This design comes from an exercise in tuning for small area, a short achievable clock period and few clock cycles on the open sky130 flow, not from production work. In this exercise RTL edits were held to simulation tests only and were not proved equivalent to the original.

## flow/design.v (module list and top-level ports; edited modules follow where they fit)
// module zeta_rom: 139 lines
// module butterfly_unit: 813 lines
// module ntt_top: 215 lines
module ntt_top (
    input  logic        clk,
    input  logic        rst,
    input  logic        i_start,
    input  logic        i_mode,
    output logic        o_done,
    output logic        o_bram_a_we,
    output logic [7:0]  o_bram_a_addr,
    output logic [15:0] o_bram_a_wdata,
    output logic        o_bram_b_we,
    output logic [7:0]  o_bram_b_addr,
    output logic [15:0] o_bram_b_wdata,
    input  logic [15:0] i_bram_dout_a,
    input  logic [15:0] i_bram_dout_b
);
  // ...
==> flow/run.sh <==
#!/bin/bash
# synth_recipe.tcl (not shown) runs the flow's synth.tcl, then flattens the netlist and writes it again
# the make line also repeats each setting of config.mk as NAME=value (left out here)
make -C /OpenROAD-flow-scripts/flow DESIGN_CONFIG=/design/flow/config.mk WORK_HOME=/design/flow/orfs CLKGATE_MAP_FILE= SYNTH_SCRIPT=/design/flow/synth_recipe.tcl finish
==> flow/config.mk <==
export PLATFORM = sky130hd
export DESIGN_NAME = ntt_top
export DESIGN_NICKNAME = ntt_top
export VERILOG_FILES = /design/flow/design.v
export SDC_FILE = /design/flow/constraint.sdc
export NUM_CORES = 4
export LEC_CHECK = 0
export CAP_MARGIN = 20
export CORE_MARGIN = 2
export CORE_UTILIZATION = 25
export PLACE_DENSITY = 0.35
export SLEW_MARGIN = 20
==> flow/constraint.sdc <==
create_clock -name core_clock -period 13.5 [get_ports {clk}]
set_input_delay 2.7000 -clock core_clock [delete_from_list [all_inputs] [get_ports {clk}]]
set_output_delay 2.7000 -clock core_clock [all_outputs]
set_load 0.01 [all_outputs]
==> reports/results.ini, run 1 <==
[status]
status = finished clean

[detailed_routing]
initialDrtViolationCount = 749
wl_met1_mm = 30.3
ant_nets = 0

[final_layout]
areaGrowthSynthToFinish_pct = 14.1
n_antenna_cell = 1
reg.largest.list = u_bf.t13: 17 flops, u_bf.ch2: 16 flops, u_bf.sh2: 16 flops
nNonClkInverters = 296
final_common_cell = inv_1
top_register = u_bf.t13
multi_input_area_share_pct = 54.5
signal_buffers = 82
multi_input_cells = 1674
drive_above_1_share_pct = 6.72

[worst_setup_path]
path_depth = 11
startpoint_type = flop
crit_slowest_cell = dfrtp_2
cp-startpoint = c[0]$_DFFE_PP0P_

[placement]
place_congestion = 0.864

[floorplan]
initial_core_util_pct = 25.1

[logic_synthesis]
synth_cell_types = 91

[timing]
setup_viol_count_final = 0
finalCriticalPeriod_ns = 4.50
relSlewSlack_pct = 36.4

[cts]
cts_resized = 0

Testbench counts, summed over its fixed seeds: cycles 66,632.
==> module butterfly_unit, before the edit <==
module butterfly_unit (
    input  logic        clk,
    input  logic        i_inv,
    input  logic [11:0] i_u,
    input  logic [11:0] i_v,
    input  logic [11:0] i_z,
    output logic [11:0] o_r0,
    output logic [11:0] o_r1
);
    logic [12:0] x1, w1;
    logic [11:0] z1;
    always_ff @(posedge clk) begin
        x1 <= {1'b0, i_v} - {1'b0, i_u & {12{i_inv}}};
        w1 <= {1'b0, i_u} + {1'b0, i_v & {12{i_inv}}};
        z1 <= i_z;
    end
    logic [24:0] m_r0, m_r1;
    logic m_1;
    logic m_2;
    logic m_3;
    logic m_4;
    logic m_5;
    logic m_6;
    logic m_7;
    logic m_8;
    logic m_9;
    logic m_10;
    logic m_11;
    logic m_12;
    logic m_13;
    logic m_14;
    logic m_15;
    logic m_16;
    logic m_17;
    logic m_18;
    logic m_19;
    logic m_20;
    logic m_21;
    logic m_22;
    logic m_23;
    logic m_24;
    logic m_25;
    logic m_26;
    logic m_27;
    logic m_28;
    logic m_29;
    logic m_30;
    logic m_31;
    logic m_32;
    logic m_33;
    logic m_34;
    logic m_35;
    logic m_36;
    logic m_37;
    logic m_38;
    logic m_39;
    logic m_40;
    logic m_41;
    logic m_42;
    logic m_43;
    logic m_44;
    logic m_45;
    logic m_46;
    logic m_47;
    logic m_48;
    logic m_49;
    logic m_50;
    logic m_51;
    logic m_52;
    logic m_53;
    logic m_54;
    logic m_55;
    logic m_56;
    logic m_57;
    logic m_58;
    logic m_59;
    logic m_60;
    logic m_61;
    logic m_62;
    logic m_63;
    logic m_64;
    logic m_65;
    logic m_66;
    logic m_67;
    logic m_68;
    logic m_69;
    logic m_70;
    logic m_71;
    logic m_72;
    logic m_73;
    logic m_74;
    logic m_75;
    logic m_76;
    logic m_77;
    logic m_78;
    logic m_79;
    logic m_80;
    logic m_81;
    logic m_82;
    logic m_83;
    logic m_84;
    logic m_85;
    logic m_86;
    logic m_87;
    logic m_88;
    logic m_89;
    logic m_90;
    logic m_91;
    logic m_92;
    logic m_93;
    logic m_94;
    logic m_95;
    logic m_96;
    logic m_97;
    logic m_98;
    logic m_99;
    logic m_100;
    logic m_101;
    logic m_102;
    logic m_103;
    logic m_104;
    logic m_105;
    logic m_106;
    logic m_107;
    logic m_108;
    logic m_109;
    logic m_110;
    logic m_111;
    logic m_112;
    logic m_113;
    logic m_114;
    logic m_115;
    logic m_116;
    logic m_117;
    logic m_118;
    logic m_119;
    logic m_120;
    logic m_121;
    logic m_122;
    logic m_123;
    logic m_124;
    logic m_125;
    logic m_126;
    logic m_127;
    logic m_128;
    logic m_129;
    logic m_130;
    logic m_131;
    logic m_132;
    logic m_133;
    logic m_134;
    logic m_135;
    logic m_136;
    logic m_137;
    logic m_138;
    logic m_139;
    logic m_140;
    logic m_141;
    logic m_142;
    logic m_143;
    logic m_144;
    logic m_145;
    logic m_146;
    logic m_147;
    logic m_148;
    logic m_149;
    logic m_150;
    logic m_151;
    logic m_152;
    logic m_153;
    logic m_154;
    logic m_155;
    logic m_156;
    logic m_157;
    logic m_158;
    logic m_159;
    logic m_160;
    logic m_161;
    logic m_162;
    logic m_163;
    logic m_164;
    logic m_165;
    logic m_166;
    logic m_167;
    logic m_168;
    logic m_169;
    logic m_170;
    logic m_171;
    logic m_172;
    logic m_173;
    logic m_174;
    logic m_175;
    logic m_176;
    logic m_177;
    logic m_178;
    logic m_179;
    logic m_180;
    logic m_181;
    logic m_182;
    logic m_183;
    logic m_184;
    logic m_185;
    logic m_186;
    logic m_187;
    logic m_188;
    logic m_189;
    logic m_190;
    logic m_191;
    logic m_192;
    logic m_193;
    logic m_194;
    logic m_195;
    logic m_196;
    logic m_197;
    logic m_198;
    logic m_199;
    logic m_200;
    logic m_201;
    logic m_202;
    logic m_203;
    logic m_204;
    logic m_205;
    logic m_206;
    logic m_207;
    logic m_208;
    logic m_209;
    logic m_210;
    logic m_211;
    logic m_212;
    logic m_213;
    logic m_214;
    logic m_215;
    logic m_216;
    logic m_217;
    logic m_218;
    logic m_219;
    logic m_220;
    logic m_221;
    logic m_222;
    logic m_223;
    logic m_224;
    logic m_225;
    logic m_226;
    logic m_227;
    logic m_228;
    logic m_229;
    logic m_230;
    logic m_231;
    logic m_232;
    logic m_233;
    logic m_234;
    logic m_235;
    logic m_236;
    logic m_237;
    logic m_238;
    logic m_239;
    logic m_240;
    logic m_241;
    logic m_242;
    assign m_1 = (z1[0] & x1[9]) ^ (z1[1] & x1[8]);
    assign m_2 = (z1[0] & x1[9]) & (z1[1] & x1[8]);
    assign m_3 = (z1[0] & x1[10]) ^ (z1[1] & x1[9]) ^ (z1[2] & x1[8]);
    assign m_4 = ((z1[0] & x1[10]) & (z1[1] & x1[9])) | ((z1[0] & x1[10]) & (z1[2] & x1[8])) | ((z1[1] & x1[9]) & (z1[2] & x1[8]));
    assign m_5 = (z1[3] & x1[7]) ^ (z1[4] & x1[6]);
    assign m_6 = (z1[3] & x1[7]) & (z1[4] & x1[6]);
    assign m_7 = (z1[0] & x1[11]) ^ (z1[1] & x1[10]) ^ (z1[2] & x1[9]);
    assign m_8 = ((z1[0] & x1[11]) & (z1[1] & x1[10])) | ((z1[0] & x1[11]) & (z1[2] & x1[9])) | ((z1[1] & x1[10]) & (z1[2] & x1[9]));
    assign m_9 = (z1[3] & x1[8]) ^ (z1[4] & x1[7]) ^ (z1[5] & x1[6]);
    assign m_10 = ((z1[3] & x1[8]) & (z1[4] & x1[7])) | ((z1[3] & x1[8]) & (z1[5] & x1[6])) | ((z1[4] & x1[7]) & (z1[5] & x1[6]));
    assign m_11 = (z1[6] & x1[5]) ^ (z1[7] & x1[4]);
    assign m_12 = (z1[6] & x1[5]) & (z1[7] & x1[4]);
    assign m_13 = ~(z1[0] & x1[12]) ^ (z1[1] & x1[11]) ^ (z1[2] & x1[10]);
    assign m_14 = (~(z1[0] & x1[12]) & (z1[1] & x1[11])) | (~(z1[0] & x1[12]) & (z1[2] & x1[10])) | ((z1[1] & x1[11]) & (z1[2] & x1[10]));
    assign m_15 = (z1[3] & x1[9]) ^ (z1[4] & x1[8]) ^ (z1[5] & x1[7]);
    assign m_16 = ((z1[3] & x1[9]) & (z1[4] & x1[8])) | ((z1[3] & x1[9]) & (z1[5] & x1[7])) | ((z1[4] & x1[8]) & (z1[5] & x1[7]));
    assign m_17 = (z1[6] & x1[6]) ^ (z1[7] & x1[5]) ^ (z1[8] & x1[4]);
    assign m_18 = ((z1[6] & x1[6]) & (z1[7] & x1[5])) | ((z1[6] & x1[6]) & (z1[8] & x1[4])) | ((z1[7] & x1[5]) & (z1[8] & x1[4]));
    assign m_19 = (z1[9] & x1[3]) ^ (z1[10] & x1[2]);
    assign m_20 = (z1[9] & x1[3]) & (z1[10] & x1[2]);
    assign m_21 = ~(z1[1] & x1[12]) ^ (z1[2] & x1[11]) ^ (z1[3] & x1[10]);
    assign m_22 = (~(z1[1] & x1[12]) & (z1[2] & x1[11])) | (~(z1[1] & x1[12]) & (z1[3] & x1[10])) | ((z1[2] & x1[11]) & (z1[3] & x1[10]));
    assign m_23 = (z1[4] & x1[9]) ^ (z1[5] & x1[8]) ^ (z1[6] & x1[7]);
    assign m_24 = ((z1[4] & x1[9]) & (z1[5] & x1[8])) | ((z1[4] & x1[9]) & (z1[6] & x1[7])) | ((z1[5] & x1[8]) & (z1[6] & x1[7]));
    assign m_25 = (z1[7] & x1[6]) ^ (z1[8] & x1[5]) ^ (z1[9] & x1[4]);
    assign m_26 = ((z1[7] & x1[6]) & (z1[8] & x1[5])) | ((z1[7] & x1[6]) & (z1[9] & x1[4])) | ((z1[8] & x1[5]) & (z1[9] & x1[4]));
    assign m_27 = ~(z1[2] & x1[12]) ^ (z1[3] & x1[11]) ^ (z1[4] & x1[10]);
    assign m_28 = (~(z1[2] & x1[12]) & (z1[3] & x1[11])) | (~(z1[2] & x1[12]) & (z1[4] & x1[10])) | ((z1[3] & x1[11]) & (z1[4] & x1[10]));
    assign m_29 = (z1[5] & x1[9]) ^ (z1[6] & x1[8]) ^ (z1[7] & x1[7]);
    assign m_30 = ((z1[5] & x1[9]) & (z1[6] & x1[8])) | ((z1[5] & x1[9]) & (z1[7] & x1[7])) | ((z1[6] & x1[8]) & (z1[7] & x1[7]));
    assign m_31 = ~(z1[3] & x1[12]) ^ (z1[4] & x1[11]) ^ (z1[5] & x1[10]);
    assign m_32 = (~(z1[3] & x1[12]) & (z1[4] & x1[11])) | (~(z1[3] & x1[12]) & (z1[5] & x1[10])) | ((z1[4] & x1[11]) & (z1[5] & x1[10]));
    assign m_33 = (z1[0] & x1[6]) ^ (z1[1] & x1[5]);
    assign m_34 = (z1[0] & x1[6]) & (z1[1] & x1[5]);
    assign m_35 = (z1[0] & x1[7]) ^ (z1[1] & x1[6]) ^ (z1[2] & x1[5]);
    assign m_36 = ((z1[0] & x1[7]) & (z1[1] & x1[6])) | ((z1[0] & x1[7]) & (z1[2] & x1[5])) | ((z1[1] & x1[6]) & (z1[2] & x1[5]));
    assign m_37 = (z1[3] & x1[4]) ^ (z1[4] & x1[3]);
    assign m_38 = (z1[3] & x1[4]) & (z1[4] & x1[3]);
    assign m_39 = (z1[0] & x1[8]) ^ (z1[1] & x1[7]) ^ (z1[2] & x1[6]);
    assign m_40 = ((z1[0] & x1[8]) & (z1[1] & x1[7])) | ((z1[0] & x1[8]) & (z1[2] & x1[6])) | ((z1[1] & x1[7]) & (z1[2] & x1[6]));
    assign m_41 = (z1[3] & x1[5]) ^ (z1[4] & x1[4]) ^ (z1[5] & x1[3]);
    assign m_42 = ((z1[3] & x1[5]) & (z1[4] & x1[4])) | ((z1[3] & x1[5]) & (z1[5] & x1[3])) | ((z1[4] & x1[4]) & (z1[5] & x1[3]));
    assign m_43 = (z1[6] & x1[2]) ^ (z1[7] & x1[1]);
    assign m_44 = (z1[6] & x1[2]) & (z1[7] & x1[1]);
    assign m_45 = (z1[2] & x1[7]) ^ (z1[3] & x1[6]) ^ (z1[4] & x1[5]);
    assign m_46 = ((z1[2] & x1[7]) & (z1[3] & x1[6])) | ((z1[2] & x1[7]) & (z1[4] & x1[5])) | ((z1[3] & x1[6]) & (z1[4] & x1[5]));
    assign m_47 = (z1[5] & x1[4]) ^ (z1[6] & x1[3]) ^ (z1[7] & x1[2]);
    assign m_48 = ((z1[5] & x1[4]) & (z1[6] & x1[3])) | ((z1[5] & x1[4]) & (z1[7] & x1[2])) | ((z1[6] & x1[3]) & (z1[7] & x1[2]));
    assign m_49 = (z1[8] & x1[1]) ^ (z1[9] & x1[0]) ^ m_1;
    assign m_50 = ((z1[8] & x1[1]) & (z1[9] & x1[0])) | ((z1[8] & x1[1]) & m_1) | ((z1[9] & x1[0]) & m_1);
    assign m_51 = (z1[5] & x1[5]) ^ (z1[6] & x1[4]) ^ (z1[7] & x1[3]);
    assign m_52 = ((z1[5] & x1[5]) & (z1[6] & x1[4])) | ((z1[5] & x1[5]) & (z1[7] & x1[3])) | ((z1[6] & x1[4]) & (z1[7] & x1[3]));
    assign m_53 = (z1[8] & x1[2]) ^ (z1[9] & x1[1]) ^ (z1[10] & x1[0]);
    assign m_54 = ((z1[8] & x1[2]) & (z1[9] & x1[1])) | ((z1[8] & x1[2]) & (z1[10] & x1[0])) | ((z1[9] & x1[1]) & (z1[10] & x1[0]));
    assign m_55 = m_3 ^ m_5 ^ m_2;
    assign m_56 = (m_3 & m_5) | (m_3 & m_2) | (m_5 & m_2);
    assign m_57 = (z1[8] & x1[3]) ^ (z1[9] & x1[2]) ^ (z1[10] & x1[1]);
    assign m_58 = ((z1[8] & x1[3]) & (z1[9] & x1[2])) | ((z1[8] & x1[3]) & (z1[10] & x1[1])) | ((z1[9] & x1[2]) & (z1[10] & x1[1]));
    assign m_59 = (z1[11] & x1[0]) ^ m_7 ^ m_9;
    assign m_60 = ((z1[11] & x1[0]) & m_7) | ((z1[11] & x1[0]) & m_9) | (m_7 & m_9);
    assign m_61 = m_11 ^ m_4 ^ m_6;
    assign m_62 = (m_11 & m_4) | (m_11 & m_6) | (m_4 & m_6);
    assign m_63 = (z1[11] & x1[1]) ^ 1'b1 ^ m_13;
    assign m_64 = ((z1[11] & x1[1]) & 1'b1) | ((z1[11] & x1[1]) & m_13) | (1'b1 & m_13);
    assign m_65 = m_15 ^ m_17 ^ m_19;
    assign m_66 = (m_15 & m_17) | (m_15 & m_19) | (m_17 & m_19);
    assign m_67 = m_8 ^ m_10 ^ m_12;
    assign m_68 = (m_8 & m_10) | (m_8 & m_12) | (m_10 & m_12);
    assign m_69 = (z1[10] & x1[3]) ^ (z1[11] & x1[2]) ^ m_21;
    assign m_70 = ((z1[10] & x1[3]) & (z1[11] & x1[2])) | ((z1[10] & x1[3]) & m_21) | ((z1[11] & x1[2]) & m_21);
    assign m_71 = m_23 ^ m_25 ^ m_14;
    assign m_72 = (m_23 & m_25) | (m_23 & m_14) | (m_25 & m_14);
    assign m_73 = m_16 ^ m_18 ^ m_20;
    assign m_74 = (m_16 & m_18) | (m_16 & m_20) | (m_18 & m_20);
    assign m_75 = (z1[8] & x1[6]) ^ (z1[9] & x1[5]) ^ (z1[10] & x1[4]);
    assign m_76 = ((z1[8] & x1[6]) & (z1[9] & x1[5])) | ((z1[8] & x1[6]) & (z1[10] & x1[4])) | ((z1[9] & x1[5]) & (z1[10] & x1[4]));
    assign m_77 = (z1[11] & x1[3]) ^ m_27 ^ m_29;
    assign m_78 = ((z1[11] & x1[3]) & m_27) | ((z1[11] & x1[3]) & m_29) | (m_27 & m_29);
    assign m_79 = m_22 ^ m_24 ^ m_26;
    assign m_80 = (m_22 & m_24) | (m_22 & m_26) | (m_24 & m_26);
    assign m_81 = (z1[6] & x1[9]) ^ (z1[7] & x1[8]) ^ (z1[8] & x1[7]);
    assign m_82 = ((z1[6] & x1[9]) & (z1[7] & x1[8])) | ((z1[6] & x1[9]) & (z1[8] & x1[7])) | ((z1[7] & x1[8]) & (z1[8] & x1[7]));
    assign m_83 = (z1[9] & x1[6]) ^ (z1[10] & x1[5]) ^ (z1[11] & x1[4]);
    assign m_84 = ((z1[9] & x1[6]) & (z1[10] & x1[5])) | ((z1[9] & x1[6]) & (z1[11] & x1[4])) | ((z1[10] & x1[5]) & (z1[11] & x1[4]));
    assign m_85 = m_31 ^ m_28 ^ m_30;
    assign m_86 = (m_31 & m_28) | (m_31 & m_30) | (m_28 & m_30);
    assign m_87 = ~(z1[4] & x1[12]) ^ (z1[5] & x1[11]) ^ (z1[6] & x1[10]);
    assign m_88 = (~(z1[4] & x1[12]) & (z1[5] & x1[11])) | (~(z1[4] & x1[12]) & (z1[6] & x1[10])) | ((z1[5] & x1[11]) & (z1[6] & x1[10]));
    assign m_89 = (z1[7] & x1[9]) ^ (z1[8] & x1[8]) ^ (z1[9] & x1[7]);
    assign m_90 = ((z1[7] & x1[9]) & (z1[8] & x1[8])) | ((z1[7] & x1[9]) & (z1[9] & x1[7])) | ((z1[8] & x1[8]) & (z1[9] & x1[7]));
    assign m_91 = (z1[10] & x1[6]) ^ (z1[11] & x1[5]) ^ m_32;
    assign m_92 = ((z1[10] & x1[6]) & (z1[11] & x1[5])) | ((z1[10] & x1[6]) & m_32) | ((z1[11] & x1[5]) & m_32);
    assign m_93 = ~(z1[5] & x1[12]) ^ (z1[6] & x1[11]) ^ (z1[7] & x1[10]);
    assign m_94 = (~(z1[5] & x1[12]) & (z1[6] & x1[11])) | (~(z1[5] & x1[12]) & (z1[7] & x1[10])) | ((z1[6] & x1[11]) & (z1[7] & x1[10]));
    assign m_95 = (z1[8] & x1[9]) ^ (z1[9] & x1[8]) ^ (z1[10] & x1[7]);
    assign m_96 = ((z1[8] & x1[9]) & (z1[9] & x1[8])) | ((z1[8] & x1[9]) & (z1[10] & x1[7])) | ((z1[9] & x1[8]) & (z1[10] & x1[7]));
    assign m_97 = ~(z1[6] & x1[12]) ^ (z1[7] & x1[11]) ^ (z1[8] & x1[10]);
    assign m_98 = (~(z1[6] & x1[12]) & (z1[7] & x1[11])) | (~(z1[6] & x1[12]) & (z1[8] & x1[10])) | ((z1[7] & x1[11]) & (z1[8] & x1[10]));
    assign m_99 = (z1[0] & x1[4]) ^ (z1[1] & x1[3]);
    assign m_100 = (z1[0] & x1[4]) & (z1[1] & x1[3]);
    assign m_101 = (z1[0] & x1[5]) ^ (z1[1] & x1[4]) ^ (z1[2] & x1[3]);
    assign m_102 = ((z1[0] & x1[5]) & (z1[1] & x1[4])) | ((z1[0] & x1[5]) & (z1[2] & x1[3])) | ((z1[1] & x1[4]) & (z1[2] & x1[3]));
    assign m_103 = (z1[3] & x1[2]) ^ (z1[4] & x1[1]);
    assign m_104 = (z1[3] & x1[2]) & (z1[4] & x1[1]);
    assign m_105 = (z1[2] & x1[4]) ^ (z1[3] & x1[3]) ^ (z1[4] & x1[2]);
    assign m_106 = ((z1[2] & x1[4]) & (z1[3] & x1[3])) | ((z1[2] & x1[4]) & (z1[4] & x1[2])) | ((z1[3] & x1[3]) & (z1[4] & x1[2]));
    assign m_107 = (z1[5] & x1[1]) ^ (z1[6] & x1[0]) ^ m_33;
    assign m_108 = ((z1[5] & x1[1]) & (z1[6] & x1[0])) | ((z1[5] & x1[1]) & m_33) | ((z1[6] & x1[0]) & m_33);
    assign m_109 = (z1[5] & x1[2]) ^ (z1[6] & x1[1]) ^ (z1[7] & x1[0]);
    assign m_110 = ((z1[5] & x1[2]) & (z1[6] & x1[1])) | ((z1[5] & x1[2]) & (z1[7] & x1[0])) | ((z1[6] & x1[1]) & (z1[7] & x1[0]));
    assign m_111 = m_35 ^ m_37 ^ m_34;
    assign m_112 = (m_35 & m_37) | (m_35 & m_34) | (m_37 & m_34);
    assign m_113 = (z1[8] & x1[0]) ^ m_39 ^ m_41;
    assign m_114 = ((z1[8] & x1[0]) & m_39) | ((z1[8] & x1[0]) & m_41) | (m_39 & m_41);
    assign m_115 = m_43 ^ m_36 ^ m_38;
    assign m_116 = (m_43 & m_36) | (m_43 & m_38) | (m_36 & m_38);
    assign m_117 = m_45 ^ m_47 ^ m_49;
    assign m_118 = (m_45 & m_47) | (m_45 & m_49) | (m_47 & m_49);
    assign m_119 = m_40 ^ m_42 ^ m_44;
    assign m_120 = (m_40 & m_42) | (m_40 & m_44) | (m_42 & m_44);
    assign m_121 = m_51 ^ m_53 ^ m_55;
    assign m_122 = (m_51 & m_53) | (m_51 & m_55) | (m_53 & m_55);
    assign m_123 = m_46 ^ m_48 ^ m_50;
    assign m_124 = (m_46 & m_48) | (m_46 & m_50) | (m_48 & m_50);
    assign m_125 = m_57 ^ m_59 ^ m_61;
    assign m_126 = (m_57 & m_59) | (m_57 & m_61) | (m_59 & m_61);
    assign m_127 = m_52 ^ m_54 ^ m_56;
    assign m_128 = (m_52 & m_54) | (m_52 & m_56) | (m_54 & m_56);
    assign m_129 = m_63 ^ m_65 ^ m_67;
    assign m_130 = (m_63 & m_65) | (m_63 & m_67) | (m_65 & m_67);
    assign m_131 = m_58 ^ m_60 ^ m_62;
    assign m_132 = (m_58 & m_60) | (m_58 & m_62) | (m_60 & m_62);
    assign m_133 = m_69 ^ m_71 ^ m_73;
    assign m_134 = (m_69 & m_71) | (m_69 & m_73) | (m_71 & m_73);
    assign m_135 = m_64 ^ m_66 ^ m_68;
    assign m_136 = (m_64 & m_66) | (m_64 & m_68) | (m_66 & m_68);
    assign m_137 = m_75 ^ m_77 ^ m_79;
    assign m_138 = (m_75 & m_77) | (m_75 & m_79) | (m_77 & m_79);
    assign m_139 = m_70 ^ m_72 ^ m_74;
    assign m_140 = (m_70 & m_72) | (m_70 & m_74) | (m_72 & m_74);
    assign m_141 = m_81 ^ m_83 ^ m_85;
    assign m_142 = (m_81 & m_83) | (m_81 & m_85) | (m_83 & m_85);
    assign m_143 = m_76 ^ m_78 ^ m_80;
    assign m_144 = (m_76 & m_78) | (m_76 & m_80) | (m_78 & m_80);
    assign m_145 = m_87 ^ m_89 ^ m_91;
    assign m_146 = (m_87 & m_89) | (m_87 & m_91) | (m_89 & m_91);
    assign m_147 = m_82 ^ m_84 ^ m_86;
    assign m_148 = (m_82 & m_84) | (m_82 & m_86) | (m_84 & m_86);
    assign m_149 = (z1[11] & x1[6]) ^ m_93 ^ m_95;
    assign m_150 = ((z1[11] & x1[6]) & m_93) | ((z1[11] & x1[6]) & m_95) | (m_93 & m_95);
    assign m_151 = m_88 ^ m_90 ^ m_92;
    assign m_152 = (m_88 & m_90) | (m_88 & m_92) | (m_90 & m_92);
    assign m_153 = (z1[9] & x1[9]) ^ (z1[10] & x1[8]) ^ (z1[11] & x1[7]);
    assign m_154 = ((z1[9] & x1[9]) & (z1[10] & x1[8])) | ((z1[9] & x1[9]) & (z1[11] & x1[7])) | ((z1[10] & x1[8]) & (z1[11] & x1[7]));
    assign m_155 = m_97 ^ m_94 ^ m_96;
    assign m_156 = (m_97 & m_94) | (m_97 & m_96) | (m_94 & m_96);
    assign m_157 = ~(z1[7] & x1[12]) ^ (z1[8] & x1[11]) ^ (z1[9] & x1[10]);
    assign m_158 = (~(z1[7] & x1[12]) & (z1[8] & x1[11])) | (~(z1[7] & x1[12]) & (z1[9] & x1[10])) | ((z1[8] & x1[11]) & (z1[9] & x1[10]));
    assign m_159 = (z1[10] & x1[9]) ^ (z1[11] & x1[8]) ^ m_98;
    assign m_160 = ((z1[10] & x1[9]) & (z1[11] & x1[8])) | ((z1[10] & x1[9]) & m_98) | ((z1[11] & x1[8]) & m_98);
    assign m_161 = ~(z1[8] & x1[12]) ^ (z1[9] & x1[11]) ^ (z1[10] & x1[10]);
    assign m_162 = (~(z1[8] & x1[12]) & (z1[9] & x1[11])) | (~(z1[8] & x1[12]) & (z1[10] & x1[10])) | ((z1[9] & x1[11]) & (z1[10] & x1[10]));
    assign m_163 = (z1[0] & x1[3]) ^ (z1[1] & x1[2]);
    assign m_164 = (z1[0] & x1[3]) & (z1[1] & x1[2]);
    assign m_165 = (z1[2] & x1[2]) ^ (z1[3] & x1[1]) ^ (z1[4] & x1[0]);
    assign m_166 = ((z1[2] & x1[2]) & (z1[3] & x1[1])) | ((z1[2] & x1[2]) & (z1[4] & x1[0])) | ((z1[3] & x1[1]) & (z1[4] & x1[0]));
    assign m_167 = (z1[5] & x1[0]) ^ m_101 ^ m_103;
    assign m_168 = ((z1[5] & x1[0]) & m_101) | ((z1[5] & x1[0]) & m_103) | (m_101 & m_103);
    assign m_169 = m_105 ^ m_107 ^ m_102;
    assign m_170 = (m_105 & m_107) | (m_105 & m_102) | (m_107 & m_102);
    assign m_171 = m_109 ^ m_111 ^ m_106;
    assign m_172 = (m_109 & m_111) | (m_109 & m_106) | (m_111 & m_106);
    assign m_173 = m_113 ^ m_115 ^ m_110;
    assign m_174 = (m_113 & m_115) | (m_113 & m_110) | (m_115 & m_110);
    assign m_175 = m_117 ^ m_119 ^ m_114;
    assign m_176 = (m_117 & m_119) | (m_117 & m_114) | (m_119 & m_114);
    assign m_177 = m_121 ^ m_123 ^ m_118;
    assign m_178 = (m_121 & m_123) | (m_121 & m_118) | (m_123 & m_118);
    assign m_179 = m_125 ^ m_127 ^ m_122;
    assign m_180 = (m_125 & m_127) | (m_125 & m_122) | (m_127 & m_122);
    assign m_181 = m_129 ^ m_131 ^ m_126;
    assign m_182 = (m_129 & m_131) | (m_129 & m_126) | (m_131 & m_126);
    assign m_183 = m_133 ^ m_135 ^ m_130;
    assign m_184 = (m_133 & m_135) | (m_133 & m_130) | (m_135 & m_130);
    assign m_185 = m_137 ^ m_139 ^ m_134;
    assign m_186 = (m_137 & m_139) | (m_137 & m_134) | (m_139 & m_134);
    assign m_187 = m_141 ^ m_143 ^ m_138;
    assign m_188 = (m_141 & m_143) | (m_141 & m_138) | (m_143 & m_138);
    assign m_189 = m_145 ^ m_147 ^ m_142;
    assign m_190 = (m_145 & m_147) | (m_145 & m_142) | (m_147 & m_142);
    assign m_191 = m_149 ^ m_151 ^ m_146;
    assign m_192 = (m_149 & m_151) | (m_149 & m_146) | (m_151 & m_146);
    assign m_193 = m_153 ^ m_155 ^ m_150;
    assign m_194 = (m_153 & m_155) | (m_153 & m_150) | (m_155 & m_150);
    assign m_195 = m_157 ^ m_159 ^ m_154;
    assign m_196 = (m_157 & m_159) | (m_157 & m_154) | (m_159 & m_154);
    assign m_197 = (z1[11] & x1[9]) ^ m_161 ^ m_158;
    assign m_198 = ((z1[11] & x1[9]) & m_161) | ((z1[11] & x1[9]) & m_158) | (m_161 & m_158);
    assign m_199 = ~(z1[9] & x1[12]) ^ (z1[10] & x1[11]) ^ (z1[11] & x1[10]);
    assign m_200 = (~(z1[9] & x1[12]) & (z1[10] & x1[11])) | (~(z1[9] & x1[12]) & (z1[11] & x1[10])) | ((z1[10] & x1[11]) & (z1[11] & x1[10]));
    assign m_201 = (z1[0] & x1[2]) ^ (z1[1] & x1[1]);
    assign m_202 = (z1[0] & x1[2]) & (z1[1] & x1[1]);
    assign m_203 = (z1[2] & x1[1]) ^ (z1[3] & x1[0]) ^ m_163;
    assign m_204 = ((z1[2] & x1[1]) & (z1[3] & x1[0])) | ((z1[2] & x1[1]) & m_163) | ((z1[3] & x1[0]) & m_163);
    assign m_205 = m_99 ^ m_165 ^ m_164;
    assign m_206 = (m_99 & m_165) | (m_99 & m_164) | (m_165 & m_164);
    assign m_207 = m_100 ^ m_167 ^ m_166;
    assign m_208 = (m_100 & m_167) | (m_100 & m_166) | (m_167 & m_166);
    assign m_209 = m_104 ^ m_169 ^ m_168;
    assign m_210 = (m_104 & m_169) | (m_104 & m_168) | (m_169 & m_168);
    assign m_211 = m_108 ^ m_171 ^ m_170;
    assign m_212 = (m_108 & m_171) | (m_108 & m_170) | (m_171 & m_170);
    assign m_213 = m_112 ^ m_173 ^ m_172;
    assign m_214 = (m_112 & m_173) | (m_112 & m_172) | (m_173 & m_172);
    assign m_215 = m_116 ^ m_175 ^ m_174;
    assign m_216 = (m_116 & m_175) | (m_116 & m_174) | (m_175 & m_174);
    assign m_217 = m_120 ^ m_177 ^ m_176;
    assign m_218 = (m_120 & m_177) | (m_120 & m_176) | (m_177 & m_176);
    assign m_219 = m_124 ^ m_179 ^ m_178;
    assign m_220 = (m_124 & m_179) | (m_124 & m_178) | (m_179 & m_178);
    assign m_221 = m_128 ^ m_181 ^ m_180;
    assign m_222 = (m_128 & m_181) | (m_128 & m_180) | (m_181 & m_180);
    assign m_223 = m_132 ^ m_183 ^ m_182;
    assign m_224 = (m_132 & m_183) | (m_132 & m_182) | (m_183 & m_182);
    assign m_225 = m_136 ^ m_185 ^ m_184;
    assign m_226 = (m_136 & m_185) | (m_136 & m_184) | (m_185 & m_184);
    assign m_227 = m_140 ^ m_187 ^ m_186;
    assign m_228 = (m_140 & m_187) | (m_140 & m_186) | (m_187 & m_186);
    assign m_229 = m_144 ^ m_189 ^ m_188;
    assign m_230 = (m_144 & m_189) | (m_144 & m_188) | (m_189 & m_188);
    assign m_231 = m_148 ^ m_191 ^ m_190;
    assign m_232 = (m_148 & m_191) | (m_148 & m_190) | (m_191 & m_190);
    assign m_233 = m_152 ^ m_193 ^ m_192;
    assign m_234 = (m_152 & m_193) | (m_152 & m_192) | (m_193 & m_192);
    assign m_235 = m_156 ^ m_195 ^ m_194;
    assign m_236 = (m_156 & m_195) | (m_156 & m_194) | (m_195 & m_194);
    assign m_237 = m_160 ^ m_197 ^ m_196;
    assign m_238 = (m_160 & m_197) | (m_160 & m_196) | (m_197 & m_196);
    assign m_239 = m_162 ^ m_199 ^ m_198;
    assign m_240 = (m_162 & m_199) | (m_162 & m_198) | (m_199 & m_198);
    assign m_241 = ~(z1[10] & x1[12]) ^ (z1[11] & x1[11]) ^ m_200;
    assign m_242 = (~(z1[10] & x1[12]) & (z1[11] & x1[11])) | (~(z1[10] & x1[12]) & m_200) | ((z1[11] & x1[11]) & m_200);
    assign m_r0 = {1'b1, ~(z1[11] & x1[12]), m_241, m_239, m_237, m_235, m_233, m_231, m_229, m_227, m_225, m_223, m_221, m_219, m_217, m_215, m_213, m_211, m_209, m_207, m_205, m_203, (z1[2] & x1[0]), (z1[0] & x1[1]), (z1[0] & x1[0])};
    assign m_r1 = {1'b0, m_242, m_240, m_238, m_236, m_234, m_232, m_230, m_228, m_226, m_224, m_222, m_220, m_218, m_216, m_214, m_212, m_210, m_208, m_206, m_204, m_202, m_201, (z1[1] & x1[0]), 1'b0};
    logic [8:0]  lo_c;
    assign lo_c = {1'b0, m_r0[7:0]} + {1'b0, m_r1[7:0]};
    logic [7:0]  plo2;
    logic        c82;
    logic [16:0] sh2, ch2;
    logic [12:0] w2;
    always_ff @(posedge clk) begin
        plo2 <= lo_c[7:0];
        c82  <= lo_c[8];
        sh2  <= m_r0[24:8];
        ch2  <= m_r1[24:8];
        w2   <= w1;
    end
    logic [16:0] a_r0, a_r1;
    logic a_1;
    logic a_2;
    logic a_3;
    logic a_4;
    logic a_5;
    logic a_6;
    logic a_7;
    logic a_8;
    logic a_9;
    logic a_10;
    logic a_11;
    logic a_12;
    logic a_13;
    logic a_14;
    logic a_15;
    logic a_16;
    logic a_17;
    logic a_18;
    logic a_19;
    logic a_20;
    logic a_21;
    logic a_22;
    logic a_23;
    logic a_24;
    logic a_25;
    logic a_26;
    logic a_27;
    logic a_28;
    logic a_29;
    logic a_30;
    logic a_31;
    logic a_32;
    logic a_33;
    logic a_34;
    logic a_35;
    logic a_36;
    logic a_37;
    logic a_38;
    logic a_39;
    logic a_40;
    logic a_41;
    logic a_42;
    logic a_43;
    logic a_44;
    logic a_45;
    logic a_46;
    logic a_47;
    logic a_48;
    logic a_49;
    logic a_50;
    logic a_51;
    logic a_52;
    logic a_53;
    logic a_54;
    logic a_55;
    logic a_56;
    logic a_57;
    logic a_58;
    logic a_59;
    logic a_60;
    logic a_61;
    logic a_62;
    logic a_63;
    logic a_64;
    logic a_65;
    logic a_66;
    logic a_67;
    logic a_68;
    logic a_69;
    logic a_70;
    logic a_71;
    logic a_72;
    logic a_73;
    logic a_74;
    logic a_75;
    logic a_76;
    logic a_77;
    logic a_78;
    logic a_79;
    logic a_80;
    logic a_81;
    logic a_82;
    logic a_83;
    logic a_84;
    logic a_85;
    logic a_86;
    logic a_87;
    logic a_88;
    logic a_89;
    logic a_90;
    assign a_1 = sh2[0] ^ ch2[0];
    assign a_2 = sh2[0] & ch2[0];
    assign a_3 = sh2[1] ^ ch2[1];
    assign a_4 = sh2[1] & ch2[1];
    assign a_5 = sh2[2] ^ ch2[2];
    assign a_6 = sh2[2] & ch2[2];
    assign a_7 = sh2[3] ^ ch2[3] ^ ~plo2[0];
    assign a_8 = (sh2[3] & ch2[3]) | (sh2[3] & ~plo2[0]) | (ch2[3] & ~plo2[0]);
    assign a_9 = ~plo2[1] ^ ~plo2[3];
    assign a_10 = ~plo2[1] & ~plo2[3];
    assign a_11 = sh2[4] ^ ch2[4] ^ ~plo2[1];
    assign a_12 = (sh2[4] & ch2[4]) | (sh2[4] & ~plo2[1]) | (ch2[4] & ~plo2[1]);
    assign a_13 = ~plo2[2] ^ ~plo2[4] ^ 1'b1;
    assign a_14 = (~plo2[2] & ~plo2[4]) | (~plo2[2] & 1'b1) | (~plo2[4] & 1'b1);
    assign a_15 = sh2[5] ^ ch2[5] ^ ~plo2[2];
    assign a_16 = (sh2[5] & ch2[5]) | (sh2[5] & ~plo2[2]) | (ch2[5] & ~plo2[2]);
    assign a_17 = ~plo2[3] ^ ~plo2[5];
    assign a_18 = ~plo2[3] & ~plo2[5];
    assign a_19 = sh2[6] ^ ch2[6] ^ ~plo2[3];
    assign a_20 = (sh2[6] & ch2[6]) | (sh2[6] & ~plo2[3]) | (ch2[6] & ~plo2[3]);
    assign a_21 = ~plo2[4] ^ ~plo2[6];
    assign a_22 = ~plo2[4] & ~plo2[6];
    assign a_23 = sh2[7] ^ ch2[7] ^ ~plo2[4];
    assign a_24 = (sh2[7] & ch2[7]) | (sh2[7] & ~plo2[4]) | (ch2[7] & ~plo2[4]);
    assign a_25 = ~plo2[5] ^ ~plo2[7];
    assign a_26 = ~plo2[5] & ~plo2[7];
    assign a_27 = sh2[8] ^ ch2[8] ^ ~plo2[5];
    assign a_28 = (sh2[8] & ch2[8]) | (sh2[8] & ~plo2[5]) | (ch2[8] & ~plo2[5]);
    assign a_29 = ~plo2[6] ^ 1'b1;
    assign a_30 = ~plo2[6] & 1'b1;
    assign a_31 = sh2[9] ^ ch2[9] ^ ~plo2[6];
    assign a_32 = (sh2[9] & ch2[9]) | (sh2[9] & ~plo2[6]) | (ch2[9] & ~plo2[6]);
    assign a_33 = c82 ^ ~plo2[0];
    assign a_34 = c82 & ~plo2[0];
    assign a_35 = ~plo2[1] ^ 1'b1 ^ a_3;
    assign a_36 = (~plo2[1] & 1'b1) | (~plo2[1] & a_3) | (1'b1 & a_3);
    assign a_37 = ~plo2[0] ^ ~plo2[2] ^ a_5;
    assign a_38 = (~plo2[0] & ~plo2[2]) | (~plo2[0] & a_5) | (~plo2[2] & a_5);
    assign a_39 = 1'b1 ^ a_7 ^ a_9;
    assign a_40 = (1'b1 & a_7) | (1'b1 & a_9) | (a_7 & a_9);
    assign a_41 = a_11 ^ a_13 ^ a_8;
    assign a_42 = (a_11 & a_13) | (a_11 & a_8) | (a_13 & a_8);
    assign a_43 = a_15 ^ a_17 ^ a_12;
    assign a_44 = (a_15 & a_17) | (a_15 & a_12) | (a_17 & a_12);
    assign a_45 = a_19 ^ a_21 ^ a_16;
    assign a_46 = (a_19 & a_21) | (a_19 & a_16) | (a_21 & a_16);
    assign a_47 = a_23 ^ a_25 ^ a_20;
    assign a_48 = (a_23 & a_25) | (a_23 & a_20) | (a_25 & a_20);
    assign a_49 = a_27 ^ a_29 ^ a_24;
    assign a_50 = (a_27 & a_29) | (a_27 & a_24) | (a_29 & a_24);
    assign a_51 = ~plo2[7] ^ a_31 ^ a_28;
    assign a_52 = (~plo2[7] & a_31) | (~plo2[7] & a_28) | (a_31 & a_28);
    assign a_53 = sh2[10] ^ ch2[10] ^ ~plo2[7];
    assign a_54 = (sh2[10] & ch2[10]) | (sh2[10] & ~plo2[7]) | (ch2[10] & ~plo2[7]);
    assign a_55 = sh2[11] ^ ch2[11];
    assign a_56 = sh2[11] & ch2[11];
    assign a_57 = 1'b1 ^ a_1;
    assign a_58 = 1'b1 & a_1;
    assign a_59 = a_2 ^ a_35 ^ a_34;
    assign a_60 = (a_2 & a_35) | (a_2 & a_34) | (a_35 & a_34);
    assign a_61 = a_4 ^ a_37 ^ a_36;
    assign a_62 = (a_4 & a_37) | (a_4 & a_36) | (a_37 & a_36);
    assign a_63 = a_6 ^ a_39 ^ a_38;
    assign a_64 = (a_6 & a_39) | (a_6 & a_38) | (a_39 & a_38);
    assign a_65 = a_10 ^ a_41 ^ a_40;
    assign a_66 = (a_10 & a_41) | (a_10 & a_40) | (a_41 & a_40);
    assign a_67 = a_14 ^ a_43 ^ a_42;
    assign a_68 = (a_14 & a_43) | (a_14 & a_42) | (a_43 & a_42);
    assign a_69 = a_18 ^ a_45 ^ a_44;
    assign a_70 = (a_18 & a_45) | (a_18 & a_44) | (a_45 & a_44);
    assign a_71 = a_22 ^ a_47 ^ a_46;
    assign a_72 = (a_22 & a_47) | (a_22 & a_46) | (a_47 & a_46);
    assign a_73 = a_26 ^ a_49 ^ a_48;
    assign a_74 = (a_26 & a_49) | (a_26 & a_48) | (a_49 & a_48);
    assign a_75 = a_30 ^ a_51 ^ a_50;
    assign a_76 = (a_30 & a_51) | (a_30 & a_50) | (a_51 & a_50);
    assign a_77 = a_32 ^ a_53 ^ a_52;
    assign a_78 = (a_32 & a_53) | (a_32 & a_52) | (a_53 & a_52);
    assign a_79 = 1'b1 ^ a_55 ^ a_54;
    assign a_80 = (1'b1 & a_55) | (1'b1 & a_54) | (a_55 & a_54);
    assign a_81 = sh2[12] ^ ch2[12] ^ a_56;
    assign a_82 = (sh2[12] & ch2[12]) | (sh2[12] & a_56) | (ch2[12] & a_56);
    assign a_83 = sh2[13] ^ ch2[13] ^ 1'b1;
    assign a_84 = (sh2[13] & ch2[13]) | (sh2[13] & 1'b1) | (ch2[13] & 1'b1);
    assign a_85 = sh2[14] ^ ch2[14];
    assign a_86 = sh2[14] & ch2[14];
    assign a_87 = sh2[15] ^ ch2[15] ^ 1'b1;
    assign a_88 = (sh2[15] & ch2[15]) | (sh2[15] & 1'b1) | (ch2[15] & 1'b1);
    assign a_89 = sh2[16] ^ ch2[16];
    assign a_90 = sh2[16] & ch2[16];
    assign a_r0 = {a_89, a_87, a_85, a_83, a_81, a_79, a_77, a_75, a_73, a_71, a_69, a_67, a_65, a_63, a_61, a_59, a_33};
    assign a_r1 = {a_88, a_86, a_84, a_82, a_80, a_78, a_76, a_74, a_72, a_70, a_68, a_66, a_64, a_62, a_60, a_58, a_57};
    logic [16:0] t13;
    logic [12:0] w3;
    always_ff @(posedge clk) begin
        t13 <= a_r0 + a_r1;
        w3  <= w2;
    end
    logic [11:0] b_r0, b_r1;
    logic b_1;
    logic b_2;
    logic b_3;
    logic b_4;
    logic b_5;
    logic b_6;
    logic b_7;
    logic b_8;
    logic b_9;
    logic b_10;
    logic b_11;
    logic b_12;
    logic b_13;
    logic b_14;
    logic b_15;
    logic b_16;
    logic b_17;
    logic b_18;
    logic b_19;
    logic b_20;
    logic b_21;
    logic b_22;
    logic b_23;
    logic b_24;
    logic b_25;
    logic b_26;
    logic b_27;
    logic b_28;
    logic b_29;
    logic b_30;
    logic b_31;
    logic b_32;
    logic b_33;
    logic b_34;
    logic b_35;
    logic b_36;
    logic b_37;
    logic b_38;
    logic b_39;
    logic b_40;
    logic b_41;
    logic b_42;
    assign b_1 = t13[11] ^ ~t13[0];
    assign b_2 = t13[11] & ~t13[0];
    assign b_3 = t13[12] ^ ~t13[1];
    assign b_4 = t13[12] & ~t13[1];
    assign b_5 = t13[13] ^ ~t13[2];
    assign b_6 = t13[13] & ~t13[2];
    assign b_7 = t13[14] ^ ~t13[3];
    assign b_8 = t13[14] & ~t13[3];
    assign b_9 = t13[15] ^ ~t13[4];
    assign b_10 = t13[15] & ~t13[4];
    assign b_11 = t13[10] ^ ~t13[0];
    assign b_12 = t13[10] & ~t13[0];
    assign b_13 = ~t13[1] ^ ~t13[3] ^ 1'b1;
    assign b_14 = (~t13[1] & ~t13[3]) | (~t13[1] & 1'b1) | (~t13[3] & 1'b1);
    assign b_15 = ~t13[2] ^ ~t13[4] ^ b_3;
    assign b_16 = (~t13[2] & ~t13[4]) | (~t13[2] & b_3) | (~t13[4] & b_3);
    assign b_17 = ~t13[3] ^ ~t13[5] ^ b_5;
    assign b_18 = (~t13[3] & ~t13[5]) | (~t13[3] & b_5) | (~t13[5] & b_5);
    assign b_19 = ~t13[4] ^ ~t13[6] ^ b_7;
    assign b_20 = (~t13[4] & ~t13[6]) | (~t13[4] & b_7) | (~t13[6] & b_7);
    assign b_21 = ~t13[5] ^ ~t13[7] ^ b_9;
    assign b_22 = (~t13[5] & ~t13[7]) | (~t13[5] & b_9) | (~t13[7] & b_9);
    assign b_23 = t13[16] ^ ~t13[5] ^ ~t13[6];
    assign b_24 = (t13[16] & ~t13[5]) | (t13[16] & ~t13[6]) | (~t13[5] & ~t13[6]);
    assign b_25 = t13[9] ^ ~t13[1];
    assign b_26 = t13[9] & ~t13[1];
    assign b_27 = ~t13[2] ^ 1'b1 ^ b_11;
    assign b_28 = (~t13[2] & 1'b1) | (~t13[2] & b_11) | (1'b1 & b_11);
    assign b_29 = b_1 ^ b_13 ^ b_12;
    assign b_30 = (b_1 & b_13) | (b_1 & b_12) | (b_13 & b_12);
    assign b_31 = b_2 ^ b_15 ^ b_14;
    assign b_32 = (b_2 & b_15) | (b_2 & b_14) | (b_15 & b_14);
    assign b_33 = b_4 ^ b_17 ^ b_16;
    assign b_34 = (b_4 & b_17) | (b_4 & b_16) | (b_17 & b_16);
    assign b_35 = b_6 ^ b_19 ^ b_18;
    assign b_36 = (b_6 & b_19) | (b_6 & b_18) | (b_19 & b_18);
    assign b_37 = b_8 ^ b_21 ^ b_20;
    assign b_38 = (b_8 & b_21) | (b_8 & b_20) | (b_21 & b_20);
    assign b_39 = b_10 ^ b_23 ^ b_22;
    assign b_40 = (b_10 & b_23) | (b_10 & b_22) | (b_23 & b_22);
    assign b_41 = ~t13[6] ^ ~t13[7] ^ b_24;
    assign b_42 = (~t13[6] & ~t13[7]) | (~t13[6] & b_24) | (~t13[7] & b_24);
    assign b_r0 = {1'b0, ~t13[7], b_41, b_39, b_37, b_35, b_33, b_31, b_29, b_27, 1'b1, t13[8]};
    assign b_r1 = {1'b0, b_42, b_40, b_38, b_36, b_34, b_32, b_30, b_28, b_26, b_25, ~t13[0]};
    logic [11:0] t4;
    logic [12:0] w4;
    always_ff @(posedge clk) begin
        t4 <= b_r0 + b_r1;
        w4 <= w3;
    end
    logic [13:0] y05, y15;
    always_ff @(posedge clk) begin
        y05 <= {1'b0, w4} + {2'b00, t4 & {12{~i_inv}}};
        y15 <= i_inv ? {2'b00, t4} : ({1'b0, w4} + 14'd6658 - {2'b00, t4});
    end
    function automatic logic [11:0] mod3q(input logic [13:0] y);
        logic [11:0] k;
        k = (y >= 14'd6658) ? 12'(6658) : ((y >= 14'd3329) ? 12'd3329 : 12'd0);
        mod3q = y[11:0] - k;
    endfunction
    always_ff @(posedge clk) begin
        o_r0 <= mod3q(y05);
        o_r1 <= mod3q(y15);
    end
endmodule
==> module ntt_top, before the edit <==
module ntt_top (
    input  logic        clk,
    input  logic        rst,
    input  logic        i_start,
    input  logic        i_mode,
    output logic        o_done,
    output logic        o_bram_a_we,
    output logic [7:0]  o_bram_a_addr,
    output logic [15:0] o_bram_a_wdata,
    output logic        o_bram_b_we,
    output logic [7:0]  o_bram_b_addr,
    output logic [15:0] o_bram_b_wdata,
    input  logic [15:0] i_bram_dout_a,
    input  logic [15:0] i_bram_dout_b
);
    localparam int D        = 6;
    localparam int LAG_L2   = D + 5;        
    localparam int LAG_WR2  = 2 * D + 5;    
    localparam int LAG_WR1  = D + 3;        
    localparam int T_LAST   = 1022 + LAG_WR2;
    logic        busy;
    logic        mode_q;
    logic [10:0] c;        
    logic        done_q;
    function automatic logic [23:0] grp_addr(input logic inv, input logic [1:0] p,
                                             input logic [6:0] g);
        logic [7:0] base, fb, sb;
        base = '0; fb = '0; sb = '0;
        if (!inv) begin
            case (p)
                2'd0: begin base = {1'b0, g};               fb = 8'h80; sb = 8'h80; end
                2'd1: begin base = {g[5], 2'b00, g[4:0]};   fb = 8'h40; sb = 8'h20; end
                2'd2: begin base = {g[5:3], 2'b00, g[2:0]}; fb = 8'h10; sb = 8'h08; end
                default: begin base = {g[5:1], 2'b00, g[0]}; fb = 8'h04; sb = 8'h02; end
            endcase
        end else begin
            case (p)
                2'd0: begin base = {g[6:1], 1'b0, g[0]};    fb = 8'h02; sb = 8'h02; end
                2'd1: begin base = {g[5:2], 2'b00, g[1:0]}; fb = 8'h04; sb = 8'h08; end
                2'd2: begin base = {g[5:4], 2'b00, g[3:0]}; fb = 8'h10; sb = 8'h20; end
                default: begin base = {2'b00, g[5:0]};      fb = 8'h40; sb = 8'h80; end
            endcase
        end
        grp_addr = {base, fb, sb};
    endfunction
    logic        start;
    assign start = !busy && i_start;
    always_ff @(posedge clk or posedge rst) begin
        if (rst) begin
            busy   <= 1'b0;
            mode_q <= 1'b0;
            c      <= '0;
            done_q <= 1'b0;
        end else begin
            done_q <= 1'b0;
            if (start) begin
                busy   <= 1'b1;
                mode_q <= i_mode;
                c      <= 11'd1;
            end else if (busy) begin
                c <= c + 11'd1;
                if (c == 11'(T_LAST + 1)) begin
                    busy   <= 1'b0;
                    done_q <= 1'b1;
                end
            end
        end
    end
    assign o_done = done_q;
    logic [10:0] uw1, uw2, ac;
    logic        wr1_n, wr2_n, rd_n;
    assign uw1   = c - 11'(LAG_WR1);
    assign uw2   = c - 11'(LAG_WR2);
    assign rd_n  = !c[0];
    assign wr1_n = busy && c[0] && (uw1[10:8] == 3'd0);
    assign wr2_n = busy && c[0] && (uw2[10:8] != 3'd0) && !uw2[10];
    assign ac    = rd_n ? c : (uw1[10:8] == 3'd0 ? uw1 : uw2);
    logic [23:0] ga;
    logic [7:0]  base, fb, sb, hb, n_addr_a, n_addr_b;
    logic        sel;
    always_comb begin
        ga   = grp_addr(mode_q, ac[9:8], (ac[9:8] == 2'd0) ? ac[7:1] : {1'b0, ac[7:2]});
        base = ga[23:16];
        fb   = ga[15:8];
        sb   = ga[7:0];
        sel  = (ac[9:8] != 2'd0) && ac[1];
        hb   = sel ? (rd_n ? sb : fb) : 8'h00;
        if (!busy) begin
            n_addr_a = 8'd0;
            n_addr_b = i_mode ? 8'd2 : 8'd128;
        end else begin
            n_addr_a = base | hb;
            n_addr_b = base | hb | (rd_n ? fb : sb);
        end
    end
    logic       we_q;
    logic [7:0] addr_a_q, addr_b_q;
    always_ff @(posedge clk or posedge rst) begin
        if (rst) begin
            we_q     <= 1'b0;
            addr_a_q <= '0;
            addr_b_q <= '0;
        end else begin
            we_q     <= wr1_n || wr2_n;
            addr_a_q <= n_addr_a;
            addr_b_q <= n_addr_b;
        end
    end
    logic [11:0] bf_r0, bf_r1;
    logic [11:0] h1_0, h1_1, h2;
    logic [11:0] op_u, op_v;
    logic [6:0]  zi_q;
    logic [11:0] zrom;
    logic [10:0] cs, cl2, zc, cs1;
    logic        sgl_op, l2b_op;
    assign cs     = c - 11'd3;
    assign cl2    = c - 11'(LAG_L2);
    assign sgl_op = (cs[10:8] == 3'd0);
    assign l2b_op = !sgl_op && cl2[1];
    assign zc     = rd_n ? (c - 11'd2) : (sgl_op ? cs : cl2);
    assign cs1    = c - 11'd2;      
    logic sgl_q, l2b_q;
    logic cap_q, hp_q, hq_q;
    logic [10:0] uh;
    assign uh = c - 11'd8;
    always_ff @(posedge clk or posedge rst) begin
        if (rst) begin
            sgl_q <= 1'b0;
            l2b_q <= 1'b0;
            cap_q <= 1'b0;
            hp_q  <= 1'b0;
            hq_q  <= 1'b0;
        end else begin
            sgl_q <= busy && (cs1[10:8] == 3'd0);
            l2b_q <= busy && (cs1[10:8] != 3'd0) && cs1[1];
            cap_q <= busy && c[0] && (c < 11'd256);
            hp_q  <= busy && !c[0] && (uh[9:8] != 2'd0) && !uh[10] && !uh[1];
            hq_q  <= busy && !c[0] && (uh[9:8] != 2'd0) && !uh[10] && uh[1];
        end
    end
    always_ff @(posedge clk) begin
        if (!c[0]) begin
            op_u <= i_bram_dout_a[11:0];
            op_v <= i_bram_dout_b[11:0];
        end else begin
            op_u <= l2b_q ? h1_1 : h1_0;
            op_v <= (sgl_q || l2b_q) ? h2 : bf_r0;
        end
    end
    always_ff @(posedge clk) begin
        if (cap_q) begin
            h1_0 <= i_bram_dout_a[11:0];
        end else if (hp_q) begin
            h1_0 <= bf_r0;
        end
        if (hp_q) begin
            h1_1 <= bf_r1;
        end
        if (cap_q) begin
            h2 <= i_bram_dout_b[11:0];
        end else if (hq_q) begin
            h2 <= bf_r1;
        end
    end
    logic [6:0]  zi_n;
    logic [5:0]  gg;
    logic        qb;
    always_comb begin
        gg = zc[7:2];
        qb = zc[1];
        if (rd_n || sgl_op) begin
            case ({mode_q, zc[9:8]})
                3'b000: zi_n = 7'd1;
                3'b001: zi_n = {5'b00001, gg[5]};
                3'b010: zi_n = {3'b001, gg[5:3]};
                3'b011: zi_n = {1'b1, gg[5:1]};
                3'b100: zi_n = {1'b1, ~gg[5:0]};
                3'b101: zi_n = {2'b01, ~gg[5:2], ~qb};
                3'b110: zi_n = {4'b0001, ~gg[5:4], ~qb};
                default: zi_n = {5'b00001, ~qb};
            endcase
        end else begin
            case ({mode_q, zc[9:8]})
                3'b001: zi_n = {4'b0001, gg[5], qb};
                3'b010: zi_n = {2'b01, gg[5:3], qb};
                3'b011: zi_n = {gg[5:1], qb} | 7'h40;
                3'b101: zi_n = {3'b001, ~gg[5:2]};
                3'b110: zi_n = {5'b00001, ~gg[5:4]};
                default: zi_n = 7'd1;
            endcase
        end
    end
    always_ff @(posedge clk) begin
        zi_q <= zi_n;
    end
    zeta_rom u_rom (
        .i_k (zi_q),
        .o_z (zrom)
    );
    butterfly_unit u_bf (
        .clk   (clk),
        .i_inv (mode_q),
        .i_u   (op_u),
        .i_v   (op_v),
        .i_z   (zrom),
        .o_r0  (bf_r0),
        .o_r1  (bf_r1)
    );
    assign o_bram_a_we    = we_q;
    assign o_bram_b_we    = we_q;
    assign o_bram_a_addr  = addr_a_q;
    assign o_bram_b_addr  = addr_b_q;
    assign o_bram_a_wdata = {4'b0000, bf_r0};
    assign o_bram_b_wdata = {4'b0000, bf_r1};
endmodule
==> run 2, diff against run 1 <==
--- a/flow/design.v
+++ b/flow/design.v
@@ -152,9 +152,14 @@
     output logic [11:0] o_r1
 );
+    logic inv0, inv4;
+    always_ff @(posedge clk) begin
+        inv0 <= i_inv;
+        inv4 <= inv0;
+    end
     logic [12:0] x1, w1;
     logic [11:0] z1;
     always_ff @(posedge clk) begin
-        x1 <= {1'b0, i_v} - {1'b0, i_u & {12{i_inv}}};
-        w1 <= {1'b0, i_u} + {1'b0, i_v & {12{i_inv}}};
+        x1 <= {1'b0, i_v} - {1'b0, i_u & {12{inv0}}};
+        w1 <= {1'b0, i_u} + {1'b0, i_v & {12{inv0}}};
         z1 <= i_z;
     end
@@ -943,6 +948,6 @@
     logic [13:0] y05, y15;
     always_ff @(posedge clk) begin
-        y05 <= {1'b0, w4} + {2'b00, t4 & {12{~i_inv}}};
-        y15 <= i_inv ? {2'b00, t4} : ({1'b0, w4} + 14'd6658 - {2'b00, t4});
+        y05 <= {1'b0, w4} + {2'b00, t4 & {12{~inv4}}};
+        y15 <= inv4 ? {2'b00, t4} : ({1'b0, w4} + 14'd6658 - {2'b00, t4});
     end
     function automatic logic [11:0] mod3q(input logic [13:0] y);
@@ -1078,5 +1083,5 @@
     assign zc     = rd_n ? (c - 11'd2) : (sgl_op ? cs : cl2);
     assign cs1    = c - 11'd2;      
-    logic sgl_q, l2b_q;
+    logic sgl_q, l2b_q, l1_q;
     logic cap_q, hp_q, hq_q;
     logic [10:0] uh;
@@ -1085,4 +1090,5 @@
         if (rst) begin
             sgl_q <= 1'b0;
+            l1_q  <= 1'b0;
             l2b_q <= 1'b0;
             cap_q <= 1'b0;
@@ -1090,4 +1096,5 @@
             hq_q  <= 1'b0;
         end else begin
+            l1_q  <= c[0];
             sgl_q <= busy && (cs1[10:8] == 3'd0);
             l2b_q <= busy && (cs1[10:8] != 3'd0) && cs1[1];
@@ -1098,5 +1105,5 @@
     end
     always_ff @(posedge clk) begin
-        if (!c[0]) begin
+        if (l1_q) begin
             op_u <= i_bram_dout_a[11:0];
             op_v <= i_bram_dout_b[11:0];
==> reports/results.ini, run 2 <==
[status]
status = finished clean

[hold_path]
hold_class = flop to flop

[final_layout]
drive_above_1_share_pct = 6.21  ; -0.51 points
areaGrowthSynthToFinish_pct = 14.0  ; about the same
seqCellArea_sq_mm = 0.00664
fill_cells = 9263
top_register = u_bf.t13
largest_reg_flops = 17
layout.nets = 2817
fin_area_sq_mm = 0.0251
final_common_cell = inv_1
multi_input_area_sq_mm = 0.0137
reg.largest.list = u_bf.t13: 17 flops, u_bf.ch2: 16 flops, u_bf.sh2: 16 flops
layout_common_cells = 292 x inv_1, 228 x dfxtp_1, 226 x nand2_1

[floorplan]
dieHeight_um = 301
die_area_sq_mm = 0.0903
boundaryPins = 87
coreArea_sq_mm = 0.0870
initial_core_util_pct = 25.3  ; +0.15 points
fp.dieW_um = 301
row_count = 108

[timing]
fin_crit_sh_pct = 34.1
hold_viol = 0
worst_pin_slew_ns = 0.978
skew_ns = 0.0379
fmax_ghz = 0.217
final.setup.tns_ns = 0
setup_viol_count_final = 0  ; unchanged
timing.final.ws_setup_ns = 8.90
finalCriticalPeriod_ns = 4.60  ; +0.0986 ns
rsz0062_at_grt = no
relSlewSlack_pct = 34.8  ; -1.6 points
finalMaxSlewViolations = 0

[worst_setup_path]
startpoint_type = flop
crit_family = compound AO/OA/AOI/OAI gates
endpoint_kind = flop
rrSetupSlack_ns = 8.90
r2r_end = addr_b_q[7]$_DFF_PP0_
cp.required_ns = 13.88
crit_top_cell = buf_4
path_depth = 12  ; +1
worst_r2r_path_depth = 12
cp-endpoint = addr_b_q[7]$_DFF_PP0_
crit_fanout = 45
critical_path_buf_inv_count = 3
path_cells = buf_4 -> inv_1 -> buf_4 -> ha_1 -> nor2b_1 -> a311oi_1 -> o31ai_1 -> o22ai_1 -> nor2_1 -> o311ai_0 -> a2111oi_0 -> a21oi_1
crit_arrival_ns = 4.98
path_class = flop to flop
slowest_delay_ns = 0.83
crit_slowest_cell = o31ai_1
r2r_start = c[0]$_DFFE_PP0P_
cp-startpoint = c[0]$_DFFE_PP0P_

[job]
maxCapViolations = 0

[detailed_routing]
wirelength_mm = 65.3
initialDrtViolationCount = 1150  ; +54%
vias = 17200
vias_per_cell = 4.71
routedWlPerCell_um = 17.9
drc = 0
first_pass_iters = 5
ant_nets = 0  ; unchanged

[cts]
numCtsBuffers = 39
htree_levels = 2
cts_tree = yes
cts_max_path_buffers = 3
cts_resized = 0  ; unchanged
path_clk_slew_ns = 0.06
cts_hold_buf = 0
clk-insertion-delay-late_ns = 0.57
clock-sinks = 304
postCtsSetupBuffers = 0
ctsRootBufferMaster = clkbuf_16

[logic_synthesis]
synthArstFlopShare_pct = 11.8
ys_ff_latch = 304
syn_area_sq_mm = 0.0220
synth_area_leaders = dfxtp_1 21%, fa_1 14%, ha_1 9.0%, inv_1 5.0%, edfxtp_1 4.9%
synth.most_common_cell = inv_1
synth_top_cell_area_share_pct = 21.1
seq_area_frac_synth_pct = 30.1
yosysWarningCount = 3
synth_cell_types = 86  ; -5.5%
syn_area_per_cell_sq_um = 8.90
syn_inst = 2472
synth_area_leader_cell = dfxtp_1
synth.cells.most_frequent = 292 x inv_1, 232 x dfxtp_1, 226 x nand2_1
synth_edf_count = 36
synth_ff_type = dfxtp_1

[placement]
io_buffer_count = 70
place_ws_ns = 9.03
place_area_sq_mm = 0.0237
dp_hpwl_mm = 47.9
place_congestion = 0.848  ; -1.8%

[grt]
grt_max_degree = 83
antenna_found_initial = 0
grt_pass1_vias = 17600
grt_pass1_wl_mm = 103
grt_use_total_pct = 14.4
overflow = 0

run 2: changes by cell type after synthesis, moves of 9 or more:
cell / delta
nand2_1: +34
o21ai_0: +34
nor3_1: +13
a21oi_1: -13
clkbuf_1: +16
a21boi_0: -9
nor2_1: -19
nand2b_1: +11
run 2: metal layers:
layer  vias up  global-route usage [%]  share of wire (%)
li1       8323                       -                  -
met1      8406                    19.1                 46
met4         0                    3.97                2.2
met3        84                    1.94                4.1
met2       382                    24.5                 48
met5         -                       0                  0
run 2: cell type report:
class / count / area share (%)
Clock buffer: 49 / 4.28
Tap cell: 1155 / 5.77
Inverter: 295 / 4.42
Multi-Input combinational cell: 1740 / 54.6
Antenna cell: 1 / 0.00998
Sequential cell: 304 / 26.5
Clock inverter: 21 / 1.16
Timing Repair Buffer: 87 / 3.30
run 2: worst min-delay path by stage:
stage	start	endpoint	cells past startpoint
6_report	u_bf.w2[2]$_DFF_P_	u_bf.w3[2]$_DFF_P_	0
5_1_grt	u_bf.w2[2]$_DFF_P_	u_bf.w3[2]$_DFF_P_	0
4_1_cts	u_bf.w2[2]$_DFF_P_	u_bf.w3[2]$_DFF_P_	0
3_5_place_dp	u_bf.w1[8]$_DFF_P_	u_bf.w2[8]$_DFF_P_	0
3_3_place_gp	u_bf.w1[8]$_DFF_P_	u_bf.w2[8]$_DFF_P_	0
2_1_floorplan	u_bf.w1[0]$_DFF_P_	u_bf.w2[0]$_DFF_P_	0
run 2: cells by family after synthesis:
family	Yosys count	synth area share, %
multiplexers	67	3.72
buffers and inverters	435	7.78
XOR/XNOR	83	3.31
adder cells (fa/ha/maj)	314	23.2
other	1	0.0171
AO/OA/AOI/OAI	528	15.7
AND/OR/NAND/NOR	740	16.2
flip-flops	304	30.1
run 2: stage by stage:
stage	utilization, %	cells	hold slack (ns)
2_1_floorplan	-	2479	0.310
3_3_place_gp	27.2	3581	0.313
3_5_place_dp	27.2	3581	0.312
4_1_cts	28.8	3651	0.310
5_1_grt	28.8	3651	0.313
6_report	28.8	3652	0.308
Testbench counts of run 2, summed over its fixed seeds: cycles 66,632.

[what the ideal ports hide]
In the flow no input, the clock included, has a driving cell. The finished layouts below were timed again as built, in two steps. Step 1 sets driving cells, clkbuf_16 on the clock port and buf_2 on the other inputs (assumed; they add their load-dependent delay and slew). Step 2 times the ports against the registers' clock, not the clock port: input delays grow and output delays shrink by t, the midpoint of the rising clock arrivals with the driver on. a / b / c = ideal / step 1 / step 2; a / b = the first two.
run	t (ns)	setup WS [ns]	worst register clock-pin slew, ns	worst data-port slew with drivers (ns)
run 1	0.625	8.997 / 8.997 / 8.997	0.07 / 0.07	0.05
run 2	0.614	8.899 / 8.899 / 8.899	0.06 / 0.06	0.05
After both steps setup and hold are still met in every run listed.
